From an optimization exercise on the open Yosys and OpenROAD flow, aimed at small area; shortcuts taken in it are not production practice.
In this exercise RTL edits were held to simulation tests only and were not proved equivalent to the original.
Power figures rest on the tool's default switching activity, not on a simulated workload.

// bus_fab_top
module bus_fab_top #(
    parameter int MST_NUM = 3,
    parameter int SLV_NUM = 4
) (
    input  logic                  clk,
    input  logic                  rst_n,
    input  logic [MST_NUM-1:0]    mst_req_vld,
    output logic [MST_NUM-1:0]    mst_req_rdy,
    input  logic [MST_NUM*69-1:0] mst_req,
    output logic [MST_NUM-1:0]    mst_rsp_vld,
    input  logic [MST_NUM-1:0]    mst_rsp_rdy,
    output logic [MST_NUM*34-1:0] mst_rsp,
    output logic [SLV_NUM-1:0]    slv_req_vld,
    input  logic [SLV_NUM-1:0]    slv_req_rdy,
    output logic [SLV_NUM*69-1:0] slv_req,
    input  logic [SLV_NUM-1:0]    slv_rsp_vld,
    output logic [SLV_NUM-1:0]    slv_rsp_rdy,
    input  logic [SLV_NUM*34-1:0] slv_rsp
);
    localparam int REQ_W = 69;
    localparam int RSP_W = 34;
    localparam int REG_LSB = 36 + 28;
    logic [2*SLV_NUM-1:0] ptr;       
    logic [SLV_NUM-1:0]   held;
    logic [MST_NUM-1:0]   fault_r;
    logic [2*SLV_NUM-1:0] ptr_nxt;
    logic [SLV_NUM-1:0]   held_nxt;
    logic [MST_NUM-1:0]   fault_nxt;
    logic [SLV_NUM*MST_NUM-1:0] hold;   
    logic [SLV_NUM*MST_NUM-1:0] sel;    
    logic [SLV_NUM*MST_NUM-1:0] vm;     
    logic [MST_NUM-1:0] mapped_vld, mapped_n, fault_n, fault_set_n;
    for (genvar m = 0; m < MST_NUM; m++) begin : g_mc
        localparam int A = m*REQ_W + REG_LSB;
        logic [SLV_NUM-1:0] sel_m, hold_m;
        for (genvar s = 0; s < SLV_NUM; s++) begin : g_t
            assign sel_m[s]  = sel[s*MST_NUM + m];
            assign hold_m[s] = hold[s*MST_NUM + m];
        end
  ...
export LEC_CHECK = 0
export CAP_MARGIN = 20
export CORE_AREA = 5 5 225 225
export DIE_AREA = 0 0 230 230
export PLACE_DENSITY = 0.6
export SLEW_MARGIN = 20
export SYNTH_HIERARCHICAL = 1
create_clock -name core_clock -period 10.0 [get_ports {clk}]
standard.sh (not shown) runs the stock make flow with config.mk's settings and CLKGATE_MAP_FILE= SYNTH_SCRIPT=/design/flow/synth_recipe.tcl, a recipe that flattens the netlist after the stock synthesis.
==> flow/flow/run.sh <==
#!/bin/bash
# The standard layout, with every port buffered by a buf_1 instead of the
# default delay buffer, and the pins placed bit slice by bit slice around
# the die (flow/pins.tcl).
set -euo pipefail
export BUFFER_PORTS_ARGS="-buffer_cell sky130_fd_sc_hd__buf_1"
export IO_CONSTRAINTS="$PWD/flow/pins.tcl"
bash standard.sh > standard.log 2>&1
Other scripts of this flow, unchanged in this note and not shown: flow/flow/pins.tcl
Next try:
Settings changed: CELL_PAD_IN_SITES_DETAIL_PLACEMENT from default to 1, PLACE_DENSITY 0.6 to 0.45.
The new run finished with timing, DRC and antenna clean.
Global-route usage increases by 4.1 points.
Non-clock buffer count is unchanged.
Worst setup slack is worse by 94 ps.
Clock-buffer cell count went down by 1.

========
bus_fab_top, a different RTL version from the one above (not shown whole).
For scale: roughly 6500 um^2 of cells after synthesis.
// bus_fab_top
module bus_fab_top #(
    parameter int MST_NUM = 3,
    parameter int SLV_NUM = 4
) (
    input  logic                  clk,
    input  logic                  rst_n,
    input  logic [MST_NUM-1:0]    mst_req_vld,
    output logic [MST_NUM-1:0]    mst_req_rdy,
    input  logic [MST_NUM*69-1:0] mst_req,
    output logic [MST_NUM-1:0]    mst_rsp_vld,
    input  logic [MST_NUM-1:0]    mst_rsp_rdy,
    output logic [MST_NUM*34-1:0] mst_rsp,
    output logic [SLV_NUM-1:0]    slv_req_vld,
    input  logic [SLV_NUM-1:0]    slv_req_rdy,
    output logic [SLV_NUM*69-1:0] slv_req,
    input  logic [SLV_NUM-1:0]    slv_rsp_vld,
    output logic [SLV_NUM-1:0]    slv_rsp_rdy,
    input  logic [SLV_NUM*34-1:0] slv_rsp
);
==> flow/config.mk <==
export PLATFORM = sky130hd
export DESIGN_NAME = bus_fab_top
export DESIGN_NICKNAME = bus_fab_top
export VERILOG_FILES = /design/flow/design.v
export SDC_FILE = /design/flow/constraint.sdc
export NUM_CORES = 4
export LEC_CHECK = 0
export CAP_MARGIN = 20
export CELL_PAD_IN_SITES_DETAIL_PLACEMENT = 1
export CORE_AREA = 5 5 225 225
export CTS_BUF_LIST = sky130_fd_sc_hd__clkbuf_4
export DIE_AREA = 0 0 230 230
export PLACE_DENSITY = 0.45
export SLEW_MARGIN = 20
export SYNTH_HIERARCHICAL = 1
==> flow/constraint.sdc <==
create_clock -name core_clock -period 10.0 [get_ports {clk}]
set_input_delay 2.0000 -clock core_clock [delete_from_list [all_inputs] [get_ports {clk}]]
set_output_delay 2.0000 -clock core_clock [all_outputs]
set_load 0.01 [all_outputs]
Scripts as last shown in full above: flow/flow/run.sh
Other scripts of this flow, unchanged in this note and not shown: flow/flow/pins.tcl
The starting point finished clean.
Rerun with:
CTS_BUF_LIST = sky130_fd_sc_hd__clkbuf_8   (was sky130_fd_sc_hd__clkbuf_4)
Hold slack loses 0.0048 ns.
Cell area stays flat.
Setup slack loses 0.0091 ns.
Die area is unchanged.

========
Another version of the RTL of bus_fab_top (not shown whole).
Size in the first run: ~880 cells after synthesis, roughly 15 flip-flops, about 0.0064 mm² of cells after synthesis.
## bus_fab_top
module bus_fab_top #(
    parameter int MST_NUM = 3,
    parameter int SLV_NUM = 4
) (
    input  logic                  clk,
    input  logic                  rst_n,
    input  logic [MST_NUM-1:0]    mst_req_vld,
    output logic [MST_NUM-1:0]    mst_req_rdy,
    input  logic [MST_NUM*69-1:0] mst_req,
    output logic [MST_NUM-1:0]    mst_rsp_vld,
    input  logic [MST_NUM-1:0]    mst_rsp_rdy,
    output logic [MST_NUM*34-1:0] mst_rsp,
    output logic [SLV_NUM-1:0]    slv_req_vld,
    input  logic [SLV_NUM-1:0]    slv_req_rdy,
    output logic [SLV_NUM*69-1:0] slv_req,
    input  logic [SLV_NUM-1:0]    slv_rsp_vld,
    output logic [SLV_NUM-1:0]    slv_rsp_rdy,
    input  logic [SLV_NUM*34-1:0] slv_rsp
);
Settings: LEC_CHECK=0, CAP_MARGIN=20, CELL_PAD_IN_SITES_DETAIL_PLACEMENT=1, CORE_AREA=5 5 225 225, CTS_BUF_LIST=sky130_fd_sc_hd__clkbuf_4, DIE_AREA=0 0 230 230, PLACE_DENSITY=0.45, SLEW_MARGIN=20, SYNTH_HIERARCHICAL=1; clock period 10.0 ns.
Scripts as last shown in full above: flow/flow/run.sh
Other scripts of this flow, unchanged in this note and not shown: flow/flow/pins.tcl
The starting point completed without violations.
Edit:
Settings changed: CTS_BUF_LIST sky130_fd_sc_hd__clkbuf_4 to sky130_fd_sc_hd__clkbuf_4 sky130_fd_sc_hd__clkbuf_8.
Final cell count is unchanged.
Critical path depth does not change.
Via count drops by 0.97%.
Non-clock buffer count does not change.
Power climbs by 0.60%.
Clock-buffer cell count is unchanged.
Worst setup slack is better by 0.012 ns.
Maximum frequency barely changes.
Routed wire length barely changes.
Die area is unchanged.
Edit:
Settings changed: CTS_BUF_LIST sky130_fd_sc_hd__clkbuf_4 sky130_fd_sc_hd__clkbuf_8 to sky130_fd_sc_hd__clkbuf_8.
Critical path depth is unchanged.
Total power does not change.
Worst setup slack is unchanged.
Edit:
Settings changed: CAP_MARGIN 20 to 5, SLEW_MARGIN 20 to 5.
Result:
- The new run passed the timing, DRC and antenna checks
- sequential cell count stays the same
- die area does not change
- global-route usage does not change
- clock-buffer cell count is unchanged
- wire length barely changes
- setup slack is worse by 0.018 ns
- clock skew is about the same
- design area stays flat
- cell count is unchanged
- clock power stays flat

## what the ideal ports hide
In the flow no input, the clock included, has a driving cell. The finished layouts below were timed again as built, in two steps. Step 1: set_driving_cell puts a clkbuf_16 on clk and a buf_2 on each other input, an assumption about the parent block. Step 2 times the ports against the registers' clock, not the clock port: input delays grow and output delays shrink by t, the midpoint of the rising clock arrivals with the driver on. Slacks: ideal / step 1 / step 2; pairs: ideal / step 1.
run | shift t [ns] | setup slack, ns | latest minus earliest clock arrival (ns) | slew at the worst register clock pin (ns) | worst slew at a driven data input, ns
the first run of note 1 | 0.282 | 3.466 / 3.443 / 3.443 | 0.006 / 0.006 | 0.05 / 0.05 | 0.06
the second run of note 1 | 0.283 | 3.372 / 3.324 / 3.324 | 0.010 / 0.009 | 0.05 / 0.05 | 0.07
the first run of note 2 | 0.322 | 3.383 / 3.338 / 3.338 | 0.005 / 0.006 | 0.11 / 0.11 | 0.07
the second run of note 2 | 0.283 | 3.374 / 3.329 / 3.329 | 0.003 / 0.004 | 0.07 / 0.07 | 0.06
the first run of note 3 | 0.330 | 3.420 / 3.374 / 3.374 | 0.026 / 0.026 | 0.12 / 0.12 | 0.07
the second run of note 3 | 0.285 | 3.431 / 3.386 / 3.386 | 0.011 / 0.011 | 0.07 / 0.07 | 0.07
the third run of note 3 | 0.285 | 3.431 / 3.386 / 3.386 | 0.011 / 0.011 | 0.07 / 0.07 | 0.07
the fourth run of note 3 | 0.286 | 3.413 / 3.365 / 3.365 | 0.011 / 0.011 | 0.07 / 0.07 | 0.07
After both steps every run listed still meets setup and hold.
